Context: an optimization exercise on an open-source flow, tuned for small area, a short achievable clock period and few clock cycles per item. The choices shown serve that exercise and are no tape-out recipe.
Where RTL was checked, it was by simulation tests only, not by an equivalence proof against the original.

==> wip/umber <==
// affine_warp_source_address
module affine_warp_source_address
(
    input  logic        clk,
    input  logic        rst_n,
    input  logic        in_valid,
    output logic        in_ready,
    input  logic [10:0] out_x,
    input  logic [10:0] out_y,
    output logic        out_valid,
    input  logic        out_ready,
    output logic        hit,
    output logic [11:0] src_x,
    output logic [11:0] src_y,
    output logic [23:0] src_index,
    input  logic        cfg_wr_en,
    input  logic [2:0]  cfg_index,
    input  logic [31:0] cfg_data
);
clock: 7.2 ns
lec_check: 0
cap_margin: 20
core_margin: 2
core_utilization: 40
setup_slack_margin: 2.8
slew_margin: 20
synth_hierarchical: 1
run.sh (not shown) runs the stock make flow with config.mk's settings and CLKGATE_MAP_FILE= SYNTH_SCRIPT=/design/flow/synth_recipe.tcl, a recipe that flattens the netlist after the stock synthesis.
==> wip/indigo: changes against wip/umber <==
--- a/flow/config.mk
+++ b/flow/config.mk
@@ -10,3 +10,3 @@
 export CORE_UTILIZATION = 40
-export SETUP_SLACK_MARGIN = 2.8
+export SETUP_SLACK_MARGIN = 2.5
 export SLEW_MARGIN = 20
==> run summary <==
Result of the run: wip/umber finished clean; wip/indigo finished clean
Number of clock buffer instances in the layout: wip/umber 60; wip/indigo 63
CP Max Fanout: wip/umber 6; wip/indigo 17
Tightest hold margin: wip/umber 489 ps; wip/indigo 479 ps
Met2 WL post-DR: wip/umber 84.8 mm; wip/indigo 82.2 mm
Routed wire length: wip/umber 179 mm; wip/indigo 172 mm
Reg2reg end: wip/umber ixc_q[11]; wip/indigo sx_lz1[2]
Post-CTS Setup Inserts: wip/umber 180; wip/indigo 43
Critical path startpoint: wip/umber sy_s1[1]; wip/indigo x_one1_a
Number of gates resized after CTS: wip/umber 252; wip/indigo 54
Antenna violations before repair: wip/umber 2; wip/indigo 3
No functional check of the RTL was part of any run of this note.

* * *

==> yarrow: inputs <==
affine_warp_source_address, a different RTL version from the one above (not shown whole).
clock: 7.2 ns
lec_check: 0
cap_margin: 20
core_margin: 2
core_utilization: 40
setup_slack_margin: 2.5
slew_margin: 20
synth_hierarchical: 1
==> inputs of harbor, as changes to yarrow <==
--- a/flow/config.mk
+++ b/flow/config.mk
@@ -10,3 +10,3 @@
 export CORE_UTILIZATION = 40
-export SETUP_SLACK_MARGIN = 2.5
+export SETUP_SLACK_MARGIN = 2.7
 export SLEW_MARGIN = 20
==> run summary <==
| metric | yarrow | harbor |
|---|---|---|
| Routability congestion estimate from global placement | 0.8935 | 0.8926 |
| Crit path to | sy_g1[2] | sx_lz1[3] |
| Buf+Inv Stages, Crit Path | 3 | 2 |
| Routed Wire Length | 182.5 mm | 192.6 mm |
| Pin count of the biggest net entering global routing | 159 | 96 |
| Storage element area | 10,530 um2 | 10,550 um2 |
| Post-cts gate resize count | 28 | 170 |
| Met3 Track Usage GR | 4.695% | 6.304% |
| Fraction of area in registers | 17.73% | 17.20% |
| Length of routed wiring on met1 | 72.97 mm | 75.54 mm |
| Number of global-route vias before repair | 41,940 | 42,830 |
| Clock network share of area | 3.168% | 3.061% |
| Multi-input combinational cell area | 41,190 um2 | 41,790 um2 |
| Worst Hold Slack | 462.1 ps | 465.7 ps |
| Status | complete, no violations | complete, no violations |
| Data required, critical path | 7620 ps | 7660 ps |
| Final period demand of the worst path | 4625 ps | 4647 ps |
| Met3 Wirelength | 16.70 mm | 17.98 mm |
| Max-Slew Margin vs Limit | 28.18% | 26.18% |
| Fraction of area in multi-input gates | 69.39% | 68.16% |
| Crit. path cell count | 15 | 12 |
| Max Freq | 0.2162 GHz | 0.2152 GHz |
Testbench counts of yarrow, summed over its fixed seeds: cycles 24,264, items 24,000.
Testbench counts of harbor, summed over its fixed seeds: cycles 24,264, items 24,000.

* * *

==> run a <==
affine_warp_source_address, a different RTL version from the one above (not shown whole).
==> module awsa_bsel, before the edit <==
module awsa_bsel (input logic one, input logic two, input logic neg, input logic a, input logic b, output logic p);
    logic q;
    awsa_bsel0 u_sel (.one(one), .two(two), .a(a), .b(b), .p(q));
    awsa_xor u_sgn (.q(q), .neg(neg), .p(p));
endmodule
==> module awsa_xor, before the edit <==
module awsa_xor (input logic q, input logic neg, output logic p);
    assign p = q ^ neg;
endmodule
clock: 7.2 ns
lec_check: 0
cap_margin: 20
core_margin: 2
core_utilization: 40
setup_slack_margin: 2.5
slew_margin: 20
synth_hierarchical: 1
==> run b (differences from run a) <==
--- a/flow/design.v
+++ b/flow/design.v
@@ -2808,8 +2808,3 @@
 module awsa_bsel (input logic one, input logic two, input logic neg, input logic a, input logic b, output logic p);
-    logic q;
-    awsa_bsel0 u_sel (.one(one), .two(two), .a(a), .b(b), .p(q));
-    awsa_xor u_sgn (.q(q), .neg(neg), .p(p));
-endmodule
-module awsa_xor (input logic q, input logic neg, output logic p);
-    assign p = q ^ neg;
+    assign p = ((one & a) | (two & b)) ^ neg;
 endmodule
CORE_UTILIZATION = 60   (was 40)
SETUP_SLACK_MARGIN = 2   (was 2.5)
==> run c (differences from run a) <==
--- a/flow/design.v
+++ b/flow/design.v
@@ -2808,8 +2808,3 @@
 module awsa_bsel (input logic one, input logic two, input logic neg, input logic a, input logic b, output logic p);
-    logic q;
-    awsa_bsel0 u_sel (.one(one), .two(two), .a(a), .b(b), .p(q));
-    awsa_xor u_sgn (.q(q), .neg(neg), .p(p));
-endmodule
-module awsa_xor (input logic q, input logic neg, output logic p);
-    assign p = q ^ neg;
+    assign p = ((one & a) | (two & b)) ^ neg;
 endmodule
ABC_AREA = 1   (was not set)
CTS_BUF_LIST = sky130_fd_sc_hd__clkbuf_4 sky130_fd_sc_hd__clkbuf_8   (was not set)
SETUP_SLACK_MARGIN = 2   (was 2.5)
==> results.json <==
{
  "outcome": "timing/DRC/antenna clean",
  "seq_area_sq_um": 9310,
  "cts-root-buf": "clkbuf_8",
  "nonClkBufAreaFrac": 0.0442,
  "startpoint": "sy_ci1",
  "clock.fmax_mhz": 197,
  "initial_utilization": 0.402,
  "stdcell_area_sq_um": 63800,
  "path_buf_inv": 2,
  "final_cells": 10600,
  "multiInputGateArea_sq_um": 43700,
  "fillers": 14600,
  "grt_antenna_before_repair": 5,
  "worstSetupPathDepth": 12,
  "post-place-ws_ns": 1.75
}
the above is filed under run c

==> results.json <==
{
  "outcome": "timing/DRC/antenna clean",
  "fillers": 11300,
  "cts-root-buf": "clkbuf_16",
  "seq_area_sq_um": 9330,
  "worstSetupPathDepth": 17,
  "initial_utilization": 0.402,
  "multiInputGateArea_sq_um": 40900,
  "clock.fmax_mhz": 195,
  "startpoint": "y_one1_a",
  "seq_cells": 383,
  "grt_antenna_before_repair": 2,
  "final_cells": 6553,
  "post-place-ws_ns": 0.991,
  "path_buf_inv": 4,
  "stdcell_area_sq_um": 59200
}
the above is filed under run a

==> results.json <==
{
  "startpoint": "y_neg1_a",
  "seq_area_sq_um": 9320,
  "clock.fmax_mhz": 194,
  "nonClkBufAreaFrac": 0.0613,
  "fillers": 6563,
  "coreArea_sq_um": 86300,
  "post-place-ws_ns": 1.71,
  "yosys.area_share.adder": 0.369,
  "worstSetupPathDepth": 11,
  "multiInputGateArea_sq_um": 42500,
  "path_buf_inv": 1,
  "grt_antenna_before_repair": 6,
  "final_cells": 6031,
  "cts-root-buf": "clkbuf_16",
  "outcome": "timing/DRC/antenna clean",
  "initial_utilization": 0.603
}
the above is filed under run b

Testbench counts of run a, summed over its fixed seeds: cycles 24,264, items 24,000.
For run b and run c, only the layout was checked, not whether the RTL still works.

* * *

==> garnet <==
affine_warp_source_address, a different RTL version from the one above (not shown whole).
// affine_warp_source_address
module affine_warp_source_address
(
    input  logic        clk,
    input  logic        rst_n,
    input  logic        in_valid,
    output logic        in_ready,
    input  logic [10:0] out_x,
    input  logic [10:0] out_y,
    output logic        out_valid,
    input  logic        out_ready,
    output logic        hit,
    output logic [11:0] src_x,
    output logic [11:0] src_y,
    output logic [23:0] src_index,
    input  logic        cfg_wr_en,
    input  logic [2:0]  cfg_index,
    input  logic [31:0] cfg_data
);
    logic [31:0] coef_xx_reg, coef_xy_reg, offset_x_reg;
    logic [31:0] coef_yx_reg, coef_yy_reg, offset_y_reg;
    logic [12:0] src_w_reg, src_h_reg;
    logic [12:0] dim_wr;
    assign dim_wr = (cfg_data[12:0] > 13'd4096) ? 13'd4096 : cfg_data[12:0];
    always_ff @(posedge clk)
    begin
        if (!rst_n)
        begin
            coef_xx_reg  <= 32'h0001_0000;
            coef_xy_reg  <= 32'h0;
            offset_x_reg <= 32'h0;
            coef_yx_reg  <= 32'h0;
            coef_yy_reg  <= 32'h0001_0000;
            offset_y_reg <= 32'h0;
            src_w_reg    <= 13'd1;
            src_h_reg    <= 13'd1;
        end
        else if (cfg_wr_en)
        begin
            case (cfg_index)
                3'd0: coef_xx_reg  <= cfg_data;
                3'd1: coef_xy_reg  <= cfg_data;
                3'd2: offset_x_reg <= cfg_data;
                3'd3: coef_yx_reg  <= cfg_data;
                3'd4: coef_yy_reg  <= cfg_data;
  ...
==> flow/config.mk <==
export PLATFORM = sky130hd
export DESIGN_NAME = affine_warp_source_address
export DESIGN_NICKNAME = affine_warp_source_address
export VERILOG_FILES = /design/flow/design.v
export SDC_FILE = /design/flow/constraint.sdc
export NUM_CORES = 4
export LEC_CHECK = 0
export CAP_MARGIN = 20
export CORE_MARGIN = 2
export CORE_UTILIZATION = 40
export SETUP_SLACK_MARGIN = 2
export SLEW_MARGIN = 20
export SYNTH_HIERARCHICAL = 1
==> flow/constraint.sdc <==
create_clock -name core_clock -period 7.2 [get_ports {clk}]
set_input_delay 1.4400 -clock core_clock [delete_from_list [all_inputs] [get_ports {clk}]]
set_output_delay 1.4400 -clock core_clock [all_outputs]
set_load 0.01 [all_outputs]
==> inputs of nickel, as changes to garnet <==
--- a/flow/config.mk
+++ b/flow/config.mk
@@ -8,6 +8,5 @@
 export CAP_MARGIN = 20
 export CORE_MARGIN = 2
 export CORE_UTILIZATION = 40
-export SETUP_SLACK_MARGIN = 2
 export SLEW_MARGIN = 20
 export SYNTH_HIERARCHICAL = 1
==> run summary <==
| metric | nickel | garnet |
|---|---|---|
| Run status | timing/DRC/antenna clean | timing/DRC/antenna clean |
| Final critical delay including setup and external delays | 5.95 ns | 5.17 ns |
| Placed instance area | 56700 um^2 | 57500 um^2 |
| Grt met1 use | 0.356 | 0.363 |
| Total met3 wirelength after detailed routing | 14400 um | 14100 um |
| Sink of the worst hold path | src_h_reg[7] | src_h_reg[6] |
| Worst hold slack | 0.465 ns | 0.465 ns |
| Proportion of cell area occupied by registers | 0.159 | 0.154 |
| Depth of the critical timing path with buffers and inverters included | 12 | 14 |
| Global-route wire length before repair | 266000 um | 271000 um |
| Endpoint class of the critical path | output port | flip-flop |
| Crit path buf inv count | 2 | 1 |
| Maximum number of pins on one net before global-route repair | 82 | 129 |
| Dpl ws | 1.71 ns | 1.60 ns |
| Antenna violations before repair | 3 | 4 |
| CTS buffer count | 51 | 50 |
| Count of routing violations after the opening detailed-route iteration | 2931 | 3091 |
| Post-route met1 wirelength | 74200 um | 75800 um |
| Clk cell area share | 0.0306 | 0.0303 |
| Post-detailed-route wirelength per cell | 26.8 um | 27.5 um |
| Number of signal-net buffers in the layout | 250 | 357 |
| Worst setup startpoint | ixs_q[0] | coef_yx_reg[2] |
| Area of the multi-input gates | 41900 um^2 | 42700 um^2 |
| Fraction of met3 tracks used by global routing | 0.0557 | 0.0462 |
Function was not checked in any run of this note: the RTL went through the layout flow alone.

* * *

==> build 3 <==
affine_warp_source_address with an RTL version that a note above also has.
==> flow/config.mk <==
export PLATFORM = sky130hd
export DESIGN_NAME = affine_warp_source_address
export DESIGN_NICKNAME = affine_warp_source_address
export VERILOG_FILES = /design/flow/design.v
export SDC_FILE = /design/flow/constraint.sdc
export NUM_CORES = 4
export LEC_CHECK = 0
export CAP_MARGIN = 20
export CORE_MARGIN = 2
export CORE_UTILIZATION = 40
export SETUP_SLACK_MARGIN = 1.5
export SLEW_MARGIN = 20
export SYNTH_HIERARCHICAL = 1
==> flow/constraint.sdc <==
create_clock -name core_clock -period 7.2 [get_ports {clk}]
set_input_delay 1.4400 -clock core_clock [delete_from_list [all_inputs] [get_ports {clk}]]
set_output_delay 1.4400 -clock core_clock [all_outputs]
set_load 0.01 [all_outputs]
==> trial 97: changes against build 3 <==
--- a/flow/design.v
+++ b/flow/design.v
@@ -2806,12 +2806,7 @@
     assign co = a & b;
 endmodule
 module awsa_bsel (input logic one, input logic two, input logic neg, input logic a, input logic b, output logic p);
-    logic q;
-    awsa_bsel0 u_sel (.one(one), .two(two), .a(a), .b(b), .p(q));
-    awsa_xor u_sgn (.q(q), .neg(neg), .p(p));
-endmodule
-module awsa_xor (input logic q, input logic neg, output logic p);
-    assign p = q ^ neg;
+    assign p = ((one & a) | (two & b)) ^ neg;
 endmodule
 module awsa_bsel0 (input logic one, input logic two, input logic a, input logic b, output logic p);
     assign p = (one & a) | (two & b);
Settings changed: ABC_AREA set to 1, SETUP_SLACK_MARGIN 1.5 to 2.
==> qor summary <==
metric	trial 97	build 3
Run status	timing/DRC/antenna clean	timing/DRC/antenna clean
Largest net degree at the start of global routing	135	123
Metal3 WL	19.4 mm	17.1 mm
Count of non-CTS buffers in the layout	281	220
Initial antenna violation count	4	7
Area of the multi-input gates	43,700 sq um	39,600 sq um
Netlist cell types	52	64
Hold Crit Endpoint	src_h_reg[0]	src_h_reg[4]
Placed cell count	10,401	6,281
Worst slack, placed	1.75 ns	1.37 ns
Unrepaired setup endpoints after global routing	true	false
Post-layout instance area	63,900 sq um	55,600 sq um
DIE AREA	145,000 sq um	127,000 sq um
Count of cells along the worst register-to-register path	12	13
Clock buffer cells	62	66
Fin Clk Skew	0.0326 ns	0.0383 ns
Final antenna diode count	7	3
Startpoint of the most critical setup path	sy_ci1	x_two0_a
Post-DP HPWL	153 mm	118 mm
Via count	57,184	38,393
Final non-filler cell total	10,568	6,384
Critical register-to-register path startpoint	sy_ci1	x_two0_a
Testbench counts of build 3, summed over its fixed seeds: cycles 24,264, items 24,000.
Only the layout flow was run in trial 97; the RTL was not checked for function there.

* * *

==> 05-15 <==
affine_warp_source_address again, from the RTL that the note above started with.
export LEC_CHECK = 0
export CAP_MARGIN = 20
export CORE_MARGIN = 2
export CORE_UTILIZATION = 40
export SETUP_SLACK_MARGIN = 2
export SLEW_MARGIN = 20
export SYNTH_HIERARCHICAL = 1
create_clock -name core_clock -period 7.2 [get_ports {clk}]
==> inputs of 01-18, as changes to 05-15 <==
--- a/flow/design.v
+++ b/flow/design.v
@@ -2807,10 +2807,5 @@
 endmodule
 module awsa_bsel (input logic one, input logic two, input logic neg, input logic a, input logic b, output logic p);
-    logic q;
-    awsa_bsel0 u_sel (.one(one), .two(two), .a(a), .b(b), .p(q));
-    awsa_xor u_sgn (.q(q), .neg(neg), .p(p));
-endmodule
-module awsa_xor (input logic q, input logic neg, output logic p);
-    assign p = q ^ neg;
+    assign p = ((one & a) | (two & b)) ^ neg;
 endmodule
 module awsa_bsel0 (input logic one, input logic two, input logic a, input logic b, output logic p);
- SETUP_SLACK_MARGIN: 2 -> unset
==> inputs of 01-26, as changes to 05-15 <==
--- a/flow/design.v
+++ b/flow/design.v
@@ -2807,10 +2807,5 @@
 endmodule
 module awsa_bsel (input logic one, input logic two, input logic neg, input logic a, input logic b, output logic p);
-    logic q;
-    awsa_bsel0 u_sel (.one(one), .two(two), .a(a), .b(b), .p(q));
-    awsa_xor u_sgn (.q(q), .neg(neg), .p(p));
-endmodule
-module awsa_xor (input logic q, input logic neg, output logic p);
-    assign p = q ^ neg;
+    assign p = ((one & a) | (two & b)) ^ neg;
 endmodule
 module awsa_bsel0 (input logic one, input logic two, input logic a, input logic b, output logic p);
==> out/qor.csv <==
stage,metric,value,unit
clock_tree,clkTransAtPathRegs,0.07,ns
worst_setup_path,r2r.worst_path.cells,14,
placement,dp_cells,6442,
detailed_routing,wl_met2,79400,um
global_routing,grt_start_max_net_pins,116,
clock_tree,clock_latency,0.66,ns
yosys,synth-xor-area-share,12.7,%
status,status,finished clean,
sta,fmax,174,MHz
floorplanning,die_h,365,um
-- figures above: 01-18

==> out/qor.csv <==
stage,metric,value,unit
sta,fmax,196,MHz
detailed_routing,wl_met2,84700,um
sta,fin_crit_sh,71.0,%
clock_tree,tritoncts,built,
worst_setup_path,r2r.worst_path.cells,15,
clock_tree,clock_latency,0.66,ns
placement,dp_cells,6414,
floorplanning,die_h,365,um
global_routing,grt_start_max_net_pins,106,
status,status,finished clean,
worst_setup_path,slowest_delay,0.58,ns
yosys,synth_top_area_share,31.9,%
yosys,synth-xor-area-share,12.7,%
-- figures above: 01-26

==> out/qor.csv <==
stage,metric,value,unit
floorplanning,die_h,356,um
yosys,synth-xor-area-share,13.4,%
yosys,muxShareOfSynthArea,0,%
detailed_routing,met3WireLength,17700,um
placement,dp_cells,6281,
clock_tree,cts_resized,20,
worst_setup_path,r2r.worst_path.cells,13,
yosys,postSynthCellCount,4499,
global_routing,grt_start_max_net_pins,123,
clock_tree,clkTransAtPathRegs,0.07,ns
sta,fmax,191,MHz
clock_tree,clock_latency,0.65,ns
status,status,finished clean,
detailed_routing,drc,0,
detailed_routing,wl_per_cell,27.2,um
-- figures above: 05-15

Testbench counts of 05-15, summed over its fixed seeds: cycles 24,264, items 24,000.
No functional check of the RTL was part of 01-18 and 01-26.

-- afterwards: timing with drivers on the ports --
In the flow no input, the clock included, has a driving cell. The finished layouts below were timed again as built, in two steps.
Step 1 sets driving cells, clkbuf_16 on the clock port and buf_2 on the other inputs (assumed; they add their load-dependent delay and slew).
Step 2 also shifts input and output timing later by t, the mid clock arrival at the registers, as if the neighbouring blocks saw the same clock.
a / b / c = no drivers / after step 1 / after step 2; a / b = the first two.
| run | t (ns) | setup slack, ns | hold WS [ns] | worst setup path after step 2 |
|---|---|---|---|---|
| wip/umber | 0.739 | 2.535 / 2.535 / 2.535 | 0.489 / 0.489 / 0.489 | register to register |
| wip/indigo | 0.728 | 2.482 / 2.482 / 2.339 | 0.479 / 0.479 / 0.479 | input to register |
| yarrow | 0.736 | 2.575 / 2.529 / 2.169 | 0.462 / 0.462 / 0.462 | input to register |
| harbor | 0.743 | 2.553 / 2.553 / 2.211 | 0.466 / 0.466 / 0.466 | input to register |
| run a | 0.720 | 2.060 / 2.060 / 2.060 | 0.466 / 0.466 / 0.466 | register to register |
| run b | 0.715 | 2.050 / 2.046 / 2.050 | 0.467 / 0.467 / 0.467 | register to register |
| run c | 0.874 | 2.115 / 2.115 / 2.115 | 0.490 / 0.490 / 0.490 | register to register |
| garnet | 0.743 | 2.034 / 2.034 / 2.034 | 0.465 / 0.465 / 0.465 | register to register |
| nickel | 0.708 | 1.249 / 1.178 / 1.600 | 0.465 / 0.465 / 0.465 | register to register |
| build 3 | 0.699 | 1.590 / 1.590 / 1.590 | 0.466 / 0.466 / 0.466 | register to register |
| trial 97 | 0.720 | 2.130 / 2.130 / 2.130 | 0.487 / 0.487 / 0.487 | register to register |
| 05-15 | 0.702 | 1.970 / 1.970 / 1.970 | 0.466 / 0.466 / 0.466 | register to register |
| 01-18 | 0.714 | 1.449 / 1.374 / 1.578 | 0.460 / 0.460 / 0.460 | register to register |
| 01-26 | 0.720 | 2.088 / 2.088 / 2.088 | 0.466 / 0.466 / 0.466 | register to register |
After both steps setup and hold are still met in every run listed. For yarrow, which loses most, drivers alone change the setup slack by -0.046 ns; drivers and shift together by -0.406 ns.
